Background: an optimization exercise with open tools, aiming at small area, a short achievable clock period and few clock cycles per item. Do not read the settings as production practice.
Only the layout flow was run in this run; the RTL was not checked for function there.

**flow/design.v**
```verilog
`timescale 1ns / 1ps
`default_nettype none
package ocm_pkg;
    localparam int SAMPLE_W    = 16;
    localparam int CFG_W       = 8;
    localparam int CFG_IDX_W   = 2;
    localparam int O2_W        = 10;
    localparam int DEPTH_W     = 15;
    localparam int ACC_W       = 20;
    localparam int REF_W       = ACC_W - 1;
    localparam int PROD_W      = CFG_W + SAMPLE_W - 1;
    localparam logic OP_MEAS = 1'b0;
    localparam logic OP_CAL  = 1'b1;
    typedef enum logic [CFG_IDX_W-1:0] {
        REG_AIR_O2       = 2'd0,
        REG_LIMIT_NORMAL = 2'd1,
        REG_LIMIT_TECH   = 2'd2
    } cfg_reg_t;
    localparam logic [CFG_W-1:0] AIR_O2_RESET       = 8'd209;
    localparam logic [CFG_W-1:0] LIMIT_NORMAL_RESET = 8'd140;
    localparam logic [CFG_W-1:0] LIMIT_TECH_RESET   = 8'd160;
    localparam int O2_MIN       = 10;
    localparam int O2_MAX       = 1000;
    localparam int MOD_SCALE    = 1000;
    localparam int DEPTH_OFFSET = 100;
    localparam int DEPTH_MAX    = 32767;
endpackage
`default_nettype wire
`timescale 1ns / 1ps
`default_nettype none
import ocm_pkg::*;
module oxygen_cell_calibrate_and_mod #(
    parameter int CAL_SAMPLES = 10
) (
    input  logic                                  clk,
    input  logic                                  rst_n,
    input  logic                                  in_valid,
    output logic                                  in_stall,
    input  logic                                  opcode,
    input  logic signed [ocm_pkg::SAMPLE_W-1:0]   sample,
    output logic                                  out_valid,
    input  logic                                  out_stall,
    output logic [ocm_pkg::O2_W-1:0]              o2_tenths,
    output logic [ocm_pkg::DEPTH_W-1:0]           depth_normal_tenths,
    output logic [ocm_pkg::DEPTH_W-1:0]           depth_tech_tenths,
    output logic                                  calibration_done,
    output logic                                  not_calibrated,
    input  logic                                  cfg_valid,
    output logic                                  cfg_ready,
    input  logic [ocm_pkg::CFG_IDX_W-1:0]         cfg_index,
    input  logic [ocm_pkg::CFG_W-1:0]             cfg_data
);
    logic [10:0] air5_reg;
    logic [14:0] ln_reg, lt_reg;
    logic [19:0] acc_reg;
    logic [3:0]  cnt_reg;
    logic [18:0] ref_reg;
    logic        ref_ok_reg;
    logic        en, accept, cal_stall;
    logic [19:0] cal_sum;
    logic        cal_pos;
    logic v_s1, cal_s1, last_s1;
    logic [15:0] smp_s1;
    logic v_s2;
    logic [0:0] cal_s2;
    logic [0:0] nc_s2;
    logic [0:0] x_s2;
    logic [25:0] p5_s2;
    logic v_s3;
    logic [0:0] cal_s3;
    logic [0:0] nc_s3;
    logic [0:0] x_s3;
    logic [0:0] ovf_s3;
    logic [16:0] rem_s3;
    logic [8:0] nl_s3;
    logic v_s4;
    logic [0:0] cal_s4;
    logic [0:0] nc_s4;
    logic [0:0] x_s4;
    logic [0:0] ovf_s4;
    logic [17:0] rem_s4;
    logic [7:0] nl_s4;
    logic [0:0] q_s4;
    logic v_s5;
    logic [0:0] cal_s5;
    logic [0:0] nc_s5;
    logic [0:0] x_s5;
    logic [0:0] ovf_s5;
    logic [18:0] rem_s5;
    logic [6:0] nl_s5;
    logic [1:0] q_s5;
    logic v_s6;
    logic [0:0] cal_s6;
    logic [0:0] nc_s6;
    logic [0:0] x_s6;
    logic [0:0] ovf_s6;
    logic [18:0] rem_s6;
    logic [5:0] nl_s6;
    logic [2:0] q_s6;
    logic v_s7;
    logic [0:0] cal_s7;
    logic [0:0] nc_s7;
    logic [0:0] x_s7;
    logic [0:0] ovf_s7;
    logic [18:0] rem_s7;
    logic [4:0] nl_s7;
    logic [3:0] q_s7;
    logic v_s8;
    logic [0:0] cal_s8;
    logic [0:0] nc_s8;
    logic [0:0] x_s8;
    logic [0:0] ovf_s8;
    logic [18:0] rem_s8;
    logic [3:0] nl_s8;
    logic [4:0] q_s8;
    logic v_s9;
    logic [0:0] cal_s9;
    logic [0:0] nc_s9;
    logic [0:0] x_s9;
    logic [0:0] ovf_s9;
    logic [18:0] rem_s9;
    logic [2:0] nl_s9;
    logic [5:0] q_s9;
    logic v_s10;
    logic [0:0] cal_s10;
    logic [0:0] nc_s10;
    logic [0:0] x_s10;
    logic [0:0] ovf_s10;
    logic [18:0] rem_s10;
    logic [1:0] nl_s10;
    logic [6:0] q_s10;
    logic v_s11;
    logic [0:0] cal_s11;
    logic [0:0] nc_s11;
    logic [0:0] x_s11;
    logic [0:0] ovf_s11;
    logic [18:0] rem_s11;
    logic [0:0] nl_s11;
    logic [7:0] q_s11;
    logic v_s12;
    logic [0:0] cal_s12;
    logic [0:0] nc_s12;
    logic [0:0] x_s12;
    logic [0:0] ovf_s12;
    logic [18:0] rem_s12;
    logic [8:0] q_s12;
    logic v_s13;
    logic [0:0] cal_s13;
    logic [0:0] nc_s13;
    logic [0:0] x_s13;
    logic [0:0] ovf_s13;
    logic [18:0] rem_s13;
    logic [9:0] q_s13;
    logic v_s14;
    logic [0:0] cal_s14;
    logic [0:0] nc_s14;
    logic [0:0] x_s14;
    logic [9:0] o2_s14;
    logic [4:0] rn_s14;
    logic [4:0] rt_s14;
    logic [1:0] qn_s14;
    logic [1:0] qt_s14;
    logic v_s15;
    logic [0:0] cal_s15;
    logic [0:0] nc_s15;
    logic [0:0] x_s15;
    logic [9:0] o2_s15;
    logic [6:0] rn_s15;
    logic [6:0] rt_s15;
    logic [3:0] qn_s15;
    logic [3:0] qt_s15;
    logic v_s16;
    logic [0:0] cal_s16;
    logic [0:0] nc_s16;
    logic [0:0] x_s16;
    logic [9:0] o2_s16;
    logic [8:0] rn_s16;
    logic [8:0] rt_s16;
    logic [5:0] qn_s16;
    logic [5:0] qt_s16;
    logic v_s17;
    logic [0:0] cal_s17;
    logic [0:0] nc_s17;
    logic [0:0] x_s17;
    logic [9:0] o2_s17;
    logic [9:0] rn_s17;
    logic [9:0] rt_s17;
    logic [7:0] qn_s17;
    logic [7:0] qt_s17;
    logic v_s18;
    logic [0:0] cal_s18;
    logic [0:0] nc_s18;
    logic [0:0] x_s18;
    logic [9:0] o2_s18;
    logic [9:0] rn_s18;
    logic [9:0] rt_s18;
    logic [9:0] qn_s18;
    logic [9:0] qt_s18;
    logic v_s19;
    logic [0:0] cal_s19;
    logic [0:0] nc_s19;
    logic [0:0] x_s19;
    logic [9:0] o2_s19;
    logic [9:0] rn_s19;
    logic [9:0] rt_s19;
    logic [11:0] qn_s19;
    logic [11:0] qt_s19;
    logic v_s20;
    logic [0:0] cal_s20;
    logic [0:0] nc_s20;
    logic [0:0] x_s20;
    logic [9:0] o2_s20;
    logic [9:0] rn_s20;
    logic [9:0] rt_s20;
    logic [13:0] qn_s20;
    logic [13:0] qt_s20;
    logic v_s21;
    logic [9:0] o2_s21;
    logic [14:0] dn_s21;
    logic [14:0] dt_s21;
    logic [0:0] done_s21;
    logic [0:0] nc_s21;
    logic [19:0] sum_1;
    assign sum_1 = acc_reg + {{4{smp_s1[15]}}, smp_s1};
    logic [0:0] pos_2;
    assign pos_2 = !sum_1[19] && (sum_1 != 20'd0);
    logic [0:0] nc_3;
    assign nc_3 = (cal_s1 && last_s1) ? !pos_2 : !ref_ok_reg;
    logic [0:0] x_4;
    assign x_4 = cal_s1 ? last_s1 : (smp_s1[15] || (smp_s1 == 16'd0));
    assign cal_sum = sum_1;
    assign cal_pos = pos_2;
    logic [14:0] s15_5;
    assign s15_5 = smp_s1[14:0];
    logic [25:0] p5_6;
    assign p5_6 = 26'(s15_5) * 26'(air5_reg);
    logic [0:0] ovf_7;
    assign ovf_7 = ({2'b00, p5_s2[25:9]} >= ref_reg);
    logic [16:0] rem_8;
    assign rem_8 = p5_s2[25:9];
    logic [8:0] nl_9;
    assign nl_9 = p5_s2[8:0];
    logic [17:0] tr_10;
    assign tr_10 = {rem_s3, nl_s3[8]};
    logic [19:0] df_11;
    assign df_11 = 20'(tr_10) - 20'(ref_reg);
    logic [17:0] rem_12;
    assign rem_12 = df_11[19] ? tr_10[17:0] : df_11[17:0];
    logic [0:0] q_13;
    assign q_13 = !df_11[19];
    logic [7:0] nl_14;
    assign nl_14 = nl_s3[7:0];
    logic [18:0] tr_15;
    assign tr_15 = {rem_s4, nl_s4[7]};
    logic [19:0] df_16;
    assign df_16 = 20'(tr_15) - 20'(ref_reg);
    logic [18:0] rem_17;
    assign rem_17 = df_16[19] ? tr_15[18:0] : df_16[18:0];
    logic [1:0] q_18;
    assign q_18 = {q_s4, !df_16[19]};
    logic [6:0] nl_19;
    assign nl_19 = nl_s4[6:0];
    logic [19:0] tr_20;
    assign tr_20 = {rem_s5, nl_s5[6]};
    logic [20:0] df_21;
    assign df_21 = 21'(tr_20) - 21'(ref_reg);
    logic [18:0] rem_22;
    assign rem_22 = df_21[20] ? tr_20[18:0] : df_21[18:0];
    logic [2:0] q_23;
    assign q_23 = {q_s5, !df_21[20]};
    logic [5:0] nl_24;
    assign nl_24 = nl_s5[5:0];
    logic [19:0] tr_25;
    assign tr_25 = {rem_s6, nl_s6[5]};
    logic [20:0] df_26;
    assign df_26 = 21'(tr_25) - 21'(ref_reg);
    logic [18:0] rem_27;
    assign rem_27 = df_26[20] ? tr_25[18:0] : df_26[18:0];
    logic [3:0] q_28;
    assign q_28 = {q_s6, !df_26[20]};
    logic [4:0] nl_29;
    assign nl_29 = nl_s6[4:0];
    logic [19:0] tr_30;
    assign tr_30 = {rem_s7, nl_s7[4]};
    logic [20:0] df_31;
    assign df_31 = 21'(tr_30) - 21'(ref_reg);
    logic [18:0] rem_32;
    assign rem_32 = df_31[20] ? tr_30[18:0] : df_31[18:0];
    logic [4:0] q_33;
    assign q_33 = {q_s7, !df_31[20]};
    logic [3:0] nl_34;
    assign nl_34 = nl_s7[3:0];
    logic [19:0] tr_35;
    assign tr_35 = {rem_s8, nl_s8[3]};
    logic [20:0] df_36;
    assign df_36 = 21'(tr_35) - 21'(ref_reg);
    logic [18:0] rem_37;
    assign rem_37 = df_36[20] ? tr_35[18:0] : df_36[18:0];
    logic [5:0] q_38;
    assign q_38 = {q_s8, !df_36[20]};
    logic [2:0] nl_39;
    assign nl_39 = nl_s8[2:0];
    logic [19:0] tr_40;
    assign tr_40 = {rem_s9, nl_s9[2]};
    logic [20:0] df_41;
    assign df_41 = 21'(tr_40) - 21'(ref_reg);
    logic [18:0] rem_42;
    assign rem_42 = df_41[20] ? tr_40[18:0] : df_41[18:0];
    logic [6:0] q_43;
    assign q_43 = {q_s9, !df_41[20]};
    logic [1:0] nl_44;
    assign nl_44 = nl_s9[1:0];
    logic [19:0] tr_45;
    assign tr_45 = {rem_s10, nl_s10[1]};
    logic [20:0] df_46;
    assign df_46 = 21'(tr_45) - 21'(ref_reg);
    logic [18:0] rem_47;
    assign rem_47 = df_46[20] ? tr_45[18:0] : df_46[18:0];
    logic [7:0] q_48;
    assign q_48 = {q_s10, !df_46[20]};
    logic [0:0] nl_49;
    assign nl_49 = nl_s10[0:0];
    logic [19:0] tr_50;
    assign tr_50 = {rem_s11, nl_s11[0]};
    logic [20:0] df_51;
    assign df_51 = 21'(tr_50) - 21'(ref_reg);
    logic [18:0] rem_52;
    assign rem_52 = df_51[20] ? tr_50[18:0] : df_51[18:0];
    logic [8:0] q_53;
    assign q_53 = {q_s11, !df_51[20]};
    logic [19:0] tr_54;
    assign tr_54 = {rem_s12, 1'b0};
    logic [20:0] df_55;
    assign df_55 = 21'(tr_54) - 21'(ref_reg);
    logic [18:0] rem_56;
    assign rem_56 = df_55[20] ? tr_54[18:0] : df_55[18:0];
    logic [9:0] q_57;
    assign q_57 = {q_s12, !df_55[20]};
    logic [9:0] o2_58;
    assign o2_58 = cal_s13 ? 10'd0 : nc_s13 ? 10'd1000 : x_s13 ? 10'd10 : ovf_s13 ? 10'd1000 : (q_s13 > 10'd1000) ? 10'd1000 : (q_s13 < 10'd10) ? 10'd10 : q_s13;
    logic [2:0] rn_59;
    assign rn_59 = ln_reg[14:12];
    logic [2:0] rt_60;
    assign rt_60 = lt_reg[14:12];
    logic [3:0] trn_61;
    assign trn_61 = {rn_59, ln_reg[11]};
    logic [10:0] dfn_62;
    assign dfn_62 = 11'(trn_61) - 11'(o2_58);
    logic [3:0] remn_63;
    assign remn_63 = dfn_62[10] ? trn_61[3:0] : dfn_62[3:0];
    logic [0:0] qn_64;
    assign qn_64 = !dfn_62[10];
    logic [3:0] trt_65;
    assign trt_65 = {rt_60, lt_reg[11]};
    logic [10:0] dft_66;
    assign dft_66 = 11'(trt_65) - 11'(o2_58);
    logic [3:0] remt_67;
    assign remt_67 = dft_66[10] ? trt_65[3:0] : dft_66[3:0];
    logic [0:0] qt_68;
    assign qt_68 = !dft_66[10];
    logic [4:0] trn_69;
    assign trn_69 = {remn_63, ln_reg[10]};
    logic [10:0] dfn_70;
    assign dfn_70 = 11'(trn_69) - 11'(o2_58);
    logic [4:0] remn_71;
    assign remn_71 = dfn_70[10] ? trn_69[4:0] : dfn_70[4:0];
    logic [1:0] qn_72;
    assign qn_72 = {qn_64, !dfn_70[10]};
    logic [4:0] trt_73;
    assign trt_73 = {remt_67, lt_reg[10]};
    logic [10:0] dft_74;
    assign dft_74 = 11'(trt_73) - 11'(o2_58);
    logic [4:0] remt_75;
    assign remt_75 = dft_74[10] ? trt_73[4:0] : dft_74[4:0];
    logic [1:0] qt_76;
    assign qt_76 = {qt_68, !dft_74[10]};
    logic [5:0] trn_77;
    assign trn_77 = {rn_s14, ln_reg[9]};
    logic [10:0] dfn_78;
    assign dfn_78 = 11'(trn_77) - 11'(o2_s14);
    logic [5:0] remn_79;
    assign remn_79 = dfn_78[10] ? trn_77[5:0] : dfn_78[5:0];
    logic [2:0] qn_80;
    assign qn_80 = {qn_s14, !dfn_78[10]};
    logic [5:0] trt_81;
    assign trt_81 = {rt_s14, lt_reg[9]};
    logic [10:0] dft_82;
    assign dft_82 = 11'(trt_81) - 11'(o2_s14);
    logic [5:0] remt_83;
    assign remt_83 = dft_82[10] ? trt_81[5:0] : dft_82[5:0];
    logic [2:0] qt_84;
    assign qt_84 = {qt_s14, !dft_82[10]};
    logic [6:0] trn_85;
    assign trn_85 = {remn_79, ln_reg[8]};
    logic [10:0] dfn_86;
    assign dfn_86 = 11'(trn_85) - 11'(o2_s14);
    logic [6:0] remn_87;
    assign remn_87 = dfn_86[10] ? trn_85[6:0] : dfn_86[6:0];
    logic [3:0] qn_88;
    assign qn_88 = {qn_80, !dfn_86[10]};
    logic [6:0] trt_89;
    assign trt_89 = {remt_83, lt_reg[8]};
    logic [10:0] dft_90;
    assign dft_90 = 11'(trt_89) - 11'(o2_s14);
    logic [6:0] remt_91;
    assign remt_91 = dft_90[10] ? trt_89[6:0] : dft_90[6:0];
    logic [3:0] qt_92;
    assign qt_92 = {qt_84, !dft_90[10]};
    logic [7:0] trn_93;
    assign trn_93 = {rn_s15, ln_reg[7]};
    logic [10:0] dfn_94;
    assign dfn_94 = 11'(trn_93) - 11'(o2_s15);
    logic [7:0] remn_95;
    assign remn_95 = dfn_94[10] ? trn_93[7:0] : dfn_94[7:0];
    logic [4:0] qn_96;
    assign qn_96 = {qn_s15, !dfn_94[10]};
    logic [7:0] trt_97;
    assign trt_97 = {rt_s15, lt_reg[7]};
    logic [10:0] dft_98;
    assign dft_98 = 11'(trt_97) - 11'(o2_s15);
    logic [7:0] remt_99;
    assign remt_99 = dft_98[10] ? trt_97[7:0] : dft_98[7:0];
    logic [4:0] qt_100;
    assign qt_100 = {qt_s15, !dft_98[10]};
    logic [8:0] trn_101;
    assign trn_101 = {remn_95, ln_reg[6]};
    logic [10:0] dfn_102;
    assign dfn_102 = 11'(trn_101) - 11'(o2_s15);
    logic [8:0] remn_103;
    assign remn_103 = dfn_102[10] ? trn_101[8:0] : dfn_102[8:0];
    logic [5:0] qn_104;
    assign qn_104 = {qn_96, !dfn_102[10]};
    logic [8:0] trt_105;
    assign trt_105 = {remt_99, lt_reg[6]};
    logic [10:0] dft_106;
    assign dft_106 = 11'(trt_105) - 11'(o2_s15);
    logic [8:0] remt_107;
    assign remt_107 = dft_106[10] ? trt_105[8:0] : dft_106[8:0];
    logic [5:0] qt_108;
    assign qt_108 = {qt_100, !dft_106[10]};
    logic [9:0] trn_109;
    assign trn_109 = {rn_s16, ln_reg[5]};
    logic [10:0] dfn_110;
    assign dfn_110 = 11'(trn_109) - 11'(o2_s16);
    logic [9:0] remn_111;
    assign remn_111 = dfn_110[10] ? trn_109[9:0] : dfn_110[9:0];
    logic [6:0] qn_112;
    assign qn_112 = {qn_s16, !dfn_110[10]};
    logic [9:0] trt_113;
    assign trt_113 = {rt_s16, lt_reg[5]};
    logic [10:0] dft_114;
    assign dft_114 = 11'(trt_113) - 11'(o2_s16);
    logic [9:0] remt_115;
    assign remt_115 = dft_114[10] ? trt_113[9:0] : dft_114[9:0];
    logic [6:0] qt_116;
    assign qt_116 = {qt_s16, !dft_114[10]};
    logic [10:0] trn_117;
    assign trn_117 = {remn_111, ln_reg[4]};
    logic [11:0] dfn_118;
    assign dfn_118 = 12'(trn_117) - 12'(o2_s16);
    logic [9:0] remn_119;
    assign remn_119 = dfn_118[11] ? trn_117[9:0] : dfn_118[9:0];
    logic [7:0] qn_120;
    assign qn_120 = {qn_112, !dfn_118[11]};
    logic [10:0] trt_121;
    assign trt_121 = {remt_115, lt_reg[4]};
    logic [11:0] dft_122;
    assign dft_122 = 12'(trt_121) - 12'(o2_s16);
    logic [9:0] remt_123;
    assign remt_123 = dft_122[11] ? trt_121[9:0] : dft_122[9:0];
    logic [7:0] qt_124;
    assign qt_124 = {qt_116, !dft_122[11]};
    logic [10:0] trn_125;
    assign trn_125 = {rn_s17, ln_reg[3]};
    logic [11:0] dfn_126;
    assign dfn_126 = 12'(trn_125) - 12'(o2_s17);
    logic [9:0] remn_127;
    assign remn_127 = dfn_126[11] ? trn_125[9:0] : dfn_126[9:0];
    logic [8:0] qn_128;
    assign qn_128 = {qn_s17, !dfn_126[11]};
    logic [10:0] trt_129;
    assign trt_129 = {rt_s17, lt_reg[3]};
    logic [11:0] dft_130;
    assign dft_130 = 12'(trt_129) - 12'(o2_s17);
    logic [9:0] remt_131;
    assign remt_131 = dft_130[11] ? trt_129[9:0] : dft_130[9:0];
    logic [8:0] qt_132;
    assign qt_132 = {qt_s17, !dft_130[11]};
    logic [10:0] trn_133;
    assign trn_133 = {remn_127, ln_reg[2]};
    logic [11:0] dfn_134;
    assign dfn_134 = 12'(trn_133) - 12'(o2_s17);
    logic [9:0] remn_135;
    assign remn_135 = dfn_134[11] ? trn_133[9:0] : dfn_134[9:0];
    logic [9:0] qn_136;
    assign qn_136 = {qn_128, !dfn_134[11]};
    logic [10:0] trt_137;
    assign trt_137 = {remt_131, lt_reg[2]};
    logic [11:0] dft_138;
    assign dft_138 = 12'(trt_137) - 12'(o2_s17);
    logic [9:0] remt_139;
    assign remt_139 = dft_138[11] ? trt_137[9:0] : dft_138[9:0];
    logic [9:0] qt_140;
    assign qt_140 = {qt_132, !dft_138[11]};
    logic [10:0] trn_141;
    assign trn_141 = {rn_s18, ln_reg[1]};
    logic [11:0] dfn_142;
    assign dfn_142 = 12'(trn_141) - 12'(o2_s18);
    logic [9:0] remn_143;
    assign remn_143 = dfn_142[11] ? trn_141[9:0] : dfn_142[9:0];
    logic [10:0] qn_144;
    assign qn_144 = {qn_s18, !dfn_142[11]};
    logic [10:0] trt_145;
    assign trt_145 = {rt_s18, lt_reg[1]};
    logic [11:0] dft_146;
    assign dft_146 = 12'(trt_145) - 12'(o2_s18);
    logic [9:0] remt_147;
    assign remt_147 = dft_146[11] ? trt_145[9:0] : dft_146[9:0];
    logic [10:0] qt_148;
    assign qt_148 = {qt_s18, !dft_146[11]};
    logic [10:0] trn_149;
    assign trn_149 = {remn_143, ln_reg[0]};
    logic [11:0] dfn_150;
    assign dfn_150 = 12'(trn_149) - 12'(o2_s18);
    logic [9:0] remn_151;
    assign remn_151 = dfn_150[11] ? trn_149[9:0] : dfn_150[9:0];
    logic [11:0] qn_152;
    assign qn_152 = {qn_144, !dfn_150[11]};
    logic [10:0] trt_153;
    assign trt_153 = {remt_147, lt_reg[0]};
    logic [11:0] dft_154;
    assign dft_154 = 12'(trt_153) - 12'(o2_s18);
    logic [9:0] remt_155;
    assign remt_155 = dft_154[11] ? trt_153[9:0] : dft_154[9:0];
    logic [11:0] qt_156;
    assign qt_156 = {qt_148, !dft_154[11]};
    logic [10:0] trn_157;
    assign trn_157 = {rn_s19, 1'b0};
    logic [11:0] dfn_158;
    assign dfn_158 = 12'(trn_157) - 12'(o2_s19);
    logic [9:0] remn_159;
    assign remn_159 = dfn_158[11] ? trn_157[9:0] : dfn_158[9:0];
    logic [12:0] qn_160;
    assign qn_160 = {qn_s19, !dfn_158[11]};
    logic [10:0] trt_161;
    assign trt_161 = {rt_s19, 1'b0};
    logic [11:0] dft_162;
    assign dft_162 = 12'(trt_161) - 12'(o2_s19);
    logic [9:0] remt_163;
    assign remt_163 = dft_162[11] ? trt_161[9:0] : dft_162[9:0];
    logic [12:0] qt_164;
    assign qt_164 = {qt_s19, !dft_162[11]};
    logic [10:0] trn_165;
    assign trn_165 = {remn_159, 1'b0};
    logic [11:0] dfn_166;
    assign dfn_166 = 12'(trn_165) - 12'(o2_s19);
    logic [9:0] remn_167;
    assign remn_167 = dfn_166[11] ? trn_165[9:0] : dfn_166[9:0];
    logic [13:0] qn_168;
    assign qn_168 = {qn_160, !dfn_166[11]};
    logic [10:0] trt_169;
    assign trt_169 = {remt_163, 1'b0};
    logic [11:0] dft_170;
    assign dft_170 = 12'(trt_169) - 12'(o2_s19);
    logic [9:0] remt_171;
    assign remt_171 = dft_170[11] ? trt_169[9:0] : dft_170[9:0];
    logic [13:0] qt_172;
    assign qt_172 = {qt_164, !dft_170[11]};
    logic [10:0] trn_173;
    assign trn_173 = {rn_s20, 1'b0};
    logic [11:0] dfn_174;
    assign dfn_174 = 12'(trn_173) - 12'(o2_s20);
    logic [9:0] remn_175;
    assign remn_175 = dfn_174[11] ? trn_173[9:0] : dfn_174[9:0];
    logic [14:0] qn_176;
    assign qn_176 = {qn_s20, !dfn_174[11]};
    logic [10:0] trt_177;
    assign trt_177 = {rt_s20, 1'b0};
    logic [11:0] dft_178;
    assign dft_178 = 12'(trt_177) - 12'(o2_s20);
    logic [9:0] remt_179;
    assign remt_179 = dft_178[11] ? trt_177[9:0] : dft_178[9:0];
    logic [14:0] qt_180;
    assign qt_180 = {qt_s20, !dft_178[11]};
    logic [14:0] depn_181;
    assign depn_181 = (cal_s20 || (qn_176 < 15'd100)) ? 15'd0 : (qn_176 - 15'd100);
    logic [14:0] dept_182;
    assign dept_182 = (cal_s20 || (qt_180 < 15'd100)) ? 15'd0 : (qt_180 - 15'd100);
    logic [0:0] done_183;
    assign done_183 = cal_s20 && x_s20;
    assign en        = !(v_s21 && out_stall);
    assign cal_stall = (cnt_reg == 4'd9) && ((v_s1 && !cal_s1) || (v_s2 && !cal_s2) || (v_s3 && !cal_s3) || (v_s4 && !cal_s4) || (v_s5 && !cal_s5) || (v_s6 && !cal_s6) || (v_s7 && !cal_s7) || (v_s8 && !cal_s8) || (v_s9 && !cal_s9) || (v_s10 && !cal_s10) || (v_s11 && !cal_s11) || (v_s12 && !cal_s12));
    assign in_stall  = !en || cal_stall;
    assign accept    = in_valid && !in_stall;
    always_ff @(posedge clk or negedge rst_n)
    begin
        if (!rst_n)
        begin
            air5_reg   <= 11'd1045;
            ln_reg     <= 15'd17500;
            lt_reg     <= 15'd20000;
            acc_reg    <= '0;
            cnt_reg    <= '0;
            ref_reg    <= '0;
            ref_ok_reg <= 1'b0;
            v_s1       <= 1'b0;
            v_s2 <= 1'b0;
            v_s3 <= 1'b0;
            v_s4 <= 1'b0;
            v_s5 <= 1'b0;
            v_s6 <= 1'b0;
            v_s7 <= 1'b0;
            v_s8 <= 1'b0;
            v_s9 <= 1'b0;
            v_s10 <= 1'b0;
            v_s11 <= 1'b0;
            v_s12 <= 1'b0;
            v_s13 <= 1'b0;
            v_s14 <= 1'b0;
            v_s15 <= 1'b0;
            v_s16 <= 1'b0;
            v_s17 <= 1'b0;
            v_s18 <= 1'b0;
            v_s19 <= 1'b0;
            v_s20 <= 1'b0;
            v_s21 <= 1'b0;
        end
        else
        begin
            if (cfg_valid)
            begin
                case (cfg_index)
                    2'd0: air5_reg <= 11'(cfg_data) + {1'b0, cfg_data, 2'b00};
                    2'd1: ln_reg   <= {cfg_data, 7'd0} - 15'(cfg_data) - {6'd0, cfg_data, 1'b0};
                    2'd2: lt_reg   <= {cfg_data, 7'd0} - 15'(cfg_data) - {6'd0, cfg_data, 1'b0};
                    default: ;
                endcase
            end
            if (accept && opcode)
                cnt_reg <= (cnt_reg == 4'd9) ? 4'd0 : cnt_reg + 4'd1;
            if (en)
            begin
                v_s1 <= accept;
                v_s2 <= v_s1;
                v_s3 <= v_s2;
                v_s4 <= v_s3;
                v_s5 <= v_s4;
                v_s6 <= v_s5;
                v_s7 <= v_s6;
                v_s8 <= v_s7;
                v_s9 <= v_s8;
                v_s10 <= v_s9;
                v_s11 <= v_s10;
                v_s12 <= v_s11;
                v_s13 <= v_s12;
                v_s14 <= v_s13;
                v_s15 <= v_s14;
                v_s16 <= v_s15;
                v_s17 <= v_s16;
                v_s18 <= v_s17;
                v_s19 <= v_s18;
                v_s20 <= v_s19;
                v_s21 <= v_s20;
                if (v_s1 && cal_s1)
                begin
                    if (last_s1)
                    begin
                        ref_reg    <= cal_sum[18:0];
                        ref_ok_reg <= cal_pos;
                        acc_reg    <= '0;
                    end
                    else
                        acc_reg <= cal_sum;
                end
            end
        end
    end
    always_ff @(posedge clk)
    begin
        if (en)
        begin
            cal_s1  <= opcode;
            last_s1 <= (cnt_reg == 4'd9);
            smp_s1  <= sample;
            cal_s2 <= cal_s1;
            nc_s2 <= nc_3;
            x_s2 <= x_4;
            p5_s2 <= p5_6;
            cal_s3 <= cal_s2;
            nc_s3 <= nc_s2;
            x_s3 <= x_s2;
            ovf_s3 <= ovf_7;
            rem_s3 <= rem_8;
            nl_s3 <= nl_9;
            cal_s4 <= cal_s3;
            nc_s4 <= nc_s3;
            x_s4 <= x_s3;
            ovf_s4 <= ovf_s3;
            rem_s4 <= rem_12;
            nl_s4 <= nl_14;
            q_s4 <= q_13;
            cal_s5 <= cal_s4;
            nc_s5 <= nc_s4;
            x_s5 <= x_s4;
            ovf_s5 <= ovf_s4;
            rem_s5 <= rem_17;
            nl_s5 <= nl_19;
            q_s5 <= q_18;
            cal_s6 <= cal_s5;
            nc_s6 <= nc_s5;
            x_s6 <= x_s5;
            ovf_s6 <= ovf_s5;
            rem_s6 <= rem_22;
            nl_s6 <= nl_24;
            q_s6 <= q_23;
            cal_s7 <= cal_s6;
            nc_s7 <= nc_s6;
            x_s7 <= x_s6;
            ovf_s7 <= ovf_s6;
            rem_s7 <= rem_27;
            nl_s7 <= nl_29;
            q_s7 <= q_28;
            cal_s8 <= cal_s7;
            nc_s8 <= nc_s7;
            x_s8 <= x_s7;
            ovf_s8 <= ovf_s7;
            rem_s8 <= rem_32;
            nl_s8 <= nl_34;
            q_s8 <= q_33;
            cal_s9 <= cal_s8;
            nc_s9 <= nc_s8;
            x_s9 <= x_s8;
            ovf_s9 <= ovf_s8;
            rem_s9 <= rem_37;
            nl_s9 <= nl_39;
            q_s9 <= q_38;
            cal_s10 <= cal_s9;
            nc_s10 <= nc_s9;
            x_s10 <= x_s9;
            ovf_s10 <= ovf_s9;
            rem_s10 <= rem_42;
            nl_s10 <= nl_44;
            q_s10 <= q_43;
            cal_s11 <= cal_s10;
            nc_s11 <= nc_s10;
            x_s11 <= x_s10;
            ovf_s11 <= ovf_s10;
            rem_s11 <= rem_47;
            nl_s11 <= nl_49;
            q_s11 <= q_48;
            cal_s12 <= cal_s11;
            nc_s12 <= nc_s11;
            x_s12 <= x_s11;
            ovf_s12 <= ovf_s11;
            rem_s12 <= rem_52;
            q_s12 <= q_53;
            cal_s13 <= cal_s12;
            nc_s13 <= nc_s12;
            x_s13 <= x_s12;
            ovf_s13 <= ovf_s12;
            rem_s13 <= rem_56;
            q_s13 <= q_57;
            cal_s14 <= cal_s13;
            nc_s14 <= nc_s13;
            x_s14 <= x_s13;
            o2_s14 <= o2_58;
            rn_s14 <= remn_71;
            rt_s14 <= remt_75;
            qn_s14 <= qn_72;
            qt_s14 <= qt_76;
            cal_s15 <= cal_s14;
            nc_s15 <= nc_s14;
            x_s15 <= x_s14;
            o2_s15 <= o2_s14;
            rn_s15 <= remn_87;
            rt_s15 <= remt_91;
            qn_s15 <= qn_88;
            qt_s15 <= qt_92;
            cal_s16 <= cal_s15;
            nc_s16 <= nc_s15;
            x_s16 <= x_s15;
            o2_s16 <= o2_s15;
            rn_s16 <= remn_103;
            rt_s16 <= remt_107;
            qn_s16 <= qn_104;
            qt_s16 <= qt_108;
            cal_s17 <= cal_s16;
            nc_s17 <= nc_s16;
            x_s17 <= x_s16;
            o2_s17 <= o2_s16;
            rn_s17 <= remn_119;
            rt_s17 <= remt_123;
            qn_s17 <= qn_120;
            qt_s17 <= qt_124;
            cal_s18 <= cal_s17;
            nc_s18 <= nc_s17;
            x_s18 <= x_s17;
            o2_s18 <= o2_s17;
            rn_s18 <= remn_135;
            rt_s18 <= remt_139;
            qn_s18 <= qn_136;
            qt_s18 <= qt_140;
            cal_s19 <= cal_s18;
            nc_s19 <= nc_s18;
            x_s19 <= x_s18;
            o2_s19 <= o2_s18;
            rn_s19 <= remn_151;
            rt_s19 <= remt_155;
            qn_s19 <= qn_152;
            qt_s19 <= qt_156;
            cal_s20 <= cal_s19;
            nc_s20 <= nc_s19;
            x_s20 <= x_s19;
            o2_s20 <= o2_s19;
            rn_s20 <= remn_167;
            rt_s20 <= remt_171;
            qn_s20 <= qn_168;
            qt_s20 <= qt_172;
            o2_s21 <= o2_s20;
            dn_s21 <= depn_181;
            dt_s21 <= dept_182;
            done_s21 <= done_183;
            nc_s21 <= nc_s20;
        end
    end
    assign cfg_ready           = 1'b1;
    assign out_valid           = v_s21;
    assign o2_tenths           = o2_s21;
    assign depth_normal_tenths = dn_s21;
    assign depth_tech_tenths   = dt_s21;
    assign calibration_done    = done_s21;
    assign not_calibrated      = nc_s21;
endmodule
`default_nettype wire
```
**flow/run.sh**
```bash
#!/bin/bash
# synth_recipe.tcl (not shown) runs the flow's synth.tcl, then flattens the netlist and writes it again
# the make line also repeats each setting of config.mk as NAME=value (left out here)
make -C /OpenROAD-flow-scripts/flow DESIGN_CONFIG=/design/flow/config.mk WORK_HOME=/design/flow/orfs CLKGATE_MAP_FILE= SYNTH_SCRIPT=/design/flow/synth_recipe.tcl finish
```
**flow/config.mk**
```make
export PLATFORM = sky130hd
export DESIGN_NAME = oxygen_cell_calibrate_and_mod
export DESIGN_NICKNAME = oxygen_cell_calibrate_and_mod
export VERILOG_FILES = /design/flow/design.v
export SDC_FILE = /design/flow/constraint.sdc
export NUM_CORES = 4
export LEC_CHECK = 0
export CAP_MARGIN = 20
export CORE_MARGIN = 2
export CORE_UTILIZATION = 40
export SLEW_MARGIN = 20
```
**flow/constraint.sdc**
```tcl
create_clock -name core_clock -period 6.0 [get_ports {clk}]
set_input_delay 1.2000 -clock core_clock [delete_from_list [all_inputs] [get_ports {clk}]]
set_output_delay 1.2000 -clock core_clock [all_outputs]
set_load 0.01 [all_outputs]
```
==> results.txt <==
[placed cells by master, fill, tap and decap left out, types with 103 or more instances in the layout]
cell type / n
ha_1: 564
xor2_1: 137
nor2_1: 367
inv_1: 395
buf_4: 149
a21oi_1: 321
edfxtp_1: 745
mux2_2: 258
fa_1: 153
xnor2_1: 227
a21o_1: 149
nand2_1: 315
nor2b_1: 103
o21ai_0: 255
[metrics by stage]
step                      setup TNS, ns  hold WS (ns)  instances  utilization [%]  instance area (sq um)
after CTS                             0        0.3742       7004            45.42                  62370
after global routing           -0.05590        0.3921       7024            45.61                  62640
after detailed placement       -0.02460        0.4045       6821            42.98                  59030
final                                 0        0.3810       7025            45.61                  62640
after global placement        -0.007471        0.4009       6820            42.97                  59010
after floorplan                       0        0.4003       4918                -                  55320
[metal layers]
layer | track usage (%) | vias to the layer above | wire (microns) | share of wire [%]
met3 | 2.861 | 190 | 4179 | 3.5
met1 | 22.07 | 17520 | 54260 | 45
met2 | 29.75 | 493 | 58140 | 48
li1 | - | 18130 | - | -
met4 | 5.585 | 2 | 3756 | 3.1
met5 | 0 | - | 13 | 0.011
[critical path: cells and delay by family, from the launching register on]
kind	cells	cell delay [ns]
flip-flops	1	0.61
AND/OR/NAND/NOR	3	0.33
AO/OA/AOI/OAI	6	1.11
buffers and inverters	6	0.58
adder cells (fa/ha/maj)	6	2.87
[worst max path at each step]
stage	startpoint	to	depth (start not counted)
final	air5_reg[2]$_DFFE_PN1P_	p5_s2[25]$_DFFE_PN_	21
after floorplan	air5_reg[10]$_DFFE_PN1P_	p5_s2[25]$_DFFE_PN_	18
after global routing	air5_reg[2]$_DFFE_PN1P_	p5_s2[25]$_DFFE_PN_	22
after detailed placement	smp_s1[7]$_DFFE_PN_	p5_s2[25]$_DFFE_PN_	22
after global placement	air5_reg[4]$_DFFE_PN1P_	p5_s2[24]$_DFFE_PN_	21
after CTS	smp_s1[3]$_DFFE_PN_	p5_s2[24]$_DFFE_PN_	19
[area by class of cell]
type,count,area (sq um),area share (%)
Antenna cell,1,2.502,0.003995
Clock buffer,128,2615,4.175
Clock inverter,54,718.2,1.147
Inverter,398,1494,2.385
Multi-Input combinational cell,3570,28550,45.59
Sequential cell,851,25050,39.99
Tap cell,1794,2245,3.583
Timing Repair Buffer,229,1962,3.132
[kinds of logic after synthesis]
logic type / Yosys count / share of synthesized area (%)
flops: 851 / 45.27
fa+ha+maj: 719 / 18.35
compound gates: 1038 / 11.60
simple gates: 1169 / 9.969
xor+xnor: 364 / 5.764
mux: 279 / 5.632
buf+inv: 497 / 3.402
other cells: 1 / 0.006780
[what timing repair did]
item	4_1_cts	5_1_grt
pin swaps	0	12
resized for setup	2	33
setup endpoints to repair	2	40
buffers inserted	1	20
hold buffers	0	0
==> flow_summary.ini <==
[clock_network]
cts_tree = done
numClockSinks = 851
root_buffer = clkbuf_16
clock_latency_ns = 0.74
htree_levels = 3
numCtsBuffers = 98
clkTransAtPathRegs_ns = 0.06
cts_buffer_depth = 3

[place]
dpl_worst_slack_ns = -0.01284
place_congestion = 0.8376
dp_hpwl_microns = 93130
portBuffers = 75

[flow_run]
cap_viol_max_count = 0

[grt]
grt_pass1_wl_microns = 196500
grt_pass1_vias = 37160
antenna_found_initial = 1
overflow = 0
grt_max_degree = 155
track_usage_pct = 17.27

[worst_setup_path]
critPathMaxStageDelay_ns = 0.61
r2r-end = p5_s2[25]$_DFFE_PN_
r2r_start = air5_reg[2]$_DFFE_PN1P_
cp.arrival_ns = 6.23
crit_path_cell_trace = buf_4 > nand2_1 > fa_1 > fa_1 > inv_1 > fa_1 > fa_1 > inv_1 > fa_1 > inv_1 > ha_1 > o21a_1 > a21oi_4 > buf_4 > nand4b_1 > a31oi_2 > o41ai_2 > buf_4 > o21ai_2 > nor4_2 > a311o_1
r2r_setup_slack_ns = 0.22
path_common_cell = fa_1
critPathRequiredTime_ns = 6.46
crit_slowest_cell = dfstp_2
end_kind = register
reg2regPathDepth = 21
path_class = register to register
crit_fanout = 6
startpoint_type = register

[sta]
worstMarginPinSlew_ns = 1.018
hold_viol_final = 0
setup_ws_ns = 0.2234
max_freq_mhz = 173.1
fin_skew_ns = 0.07492
slew_headroom_pct = 32.16
drv_slew = 0
setup_viol = 0
min_period_over_period_pct = 96.28
min_period_ns = 5.777
rsz0062_at_grt = yes

[detailed_routing]
drt-initial-drc-count = 1883
routedWlPerCell_microns = 17.13
via_count = 36330
route.detailed.drc = 0
viasPerCell = 5.172
drt_first_pass_iters = 5
detail-route-antenna-nets = 0
routed_wirelength_microns = 120400

[synth]
ys_seq_elements = 851
syn_area_sq_mm = 0.05531
syn_inst = 4918
netlist_top_cells_area = edfxtp_1 (40%), ha_1 (13%), fa_1 (5.6%), mux2_2 (5.3%), dfrtp_1 (4.1%)
ys_seq_area_share_pct = 45.27
synth_commonest_cells = edfxtp_1 (745), ha_1 (565), inv_1 (395)
avgSynthCellArea_sq_um = 11.25
yosysUniqueCellTypes = 81
synth_fp_nets = 5669
synth-edff-count = 745
async_flop_share_pct = 12.46
yosysMostFrequentCell = edfxtp_1
synth_flop_cell = edfxtp_1
synth_top_area_share_pct = 40.45
yosys_warnings = 1
yosys.area.top_type = edfxtp_1

[layout]
layout.nets = 5899
nFillCells = 12540
drive_gt1_share_pct = 12.22
areaGrowthSynthToFinish_pct = 13.24
largest_register_ffs = 26

[floorplan]
die_y_microns = 375.9
start_util_pct = 40.28
design.die.area_sq_mm = 0.1413
die_w_microns = 375.9
ios = 77
num_rows = 136
core_region_area_sq_mm = 0.1373

[worst_hold_path]
worstHoldPathType = register to register
worstHoldEndpoint = x_s12$_DFFE_PN_
min-delay-start = x_s11$_DFFE_PN_
hold_path_depth = 0

[outcome]
status = no timing/DRC/antenna violations

-- what the ideal ports hide --
No port has a modelled driver above. Below, the same layout with a new extraction and two added sets of constraints. Step 1 assumes that a clkbuf_16 drives the clock port and a buf_2 every other input. Step 2 also shifts input and output timing later by t, the mid clock arrival at the registers, as if the neighbouring blocks saw the same clock. a / b / c = ideal ports / drivers / drivers and shift; a / b = the first two.
t (ns): 0.777
setup slack, ns: 0.223 / 0.223 / 0.223
hold WS [ns]: 0.381 / 0.381 / 0.381
worst setup path after step 2: register to register
worst data-port slew with drivers (ns): 0.06
After both steps this run still meets setup and hold. For this run, drivers alone change the setup slack by 0.000 ns; drivers and shift together by 0.000 ns.
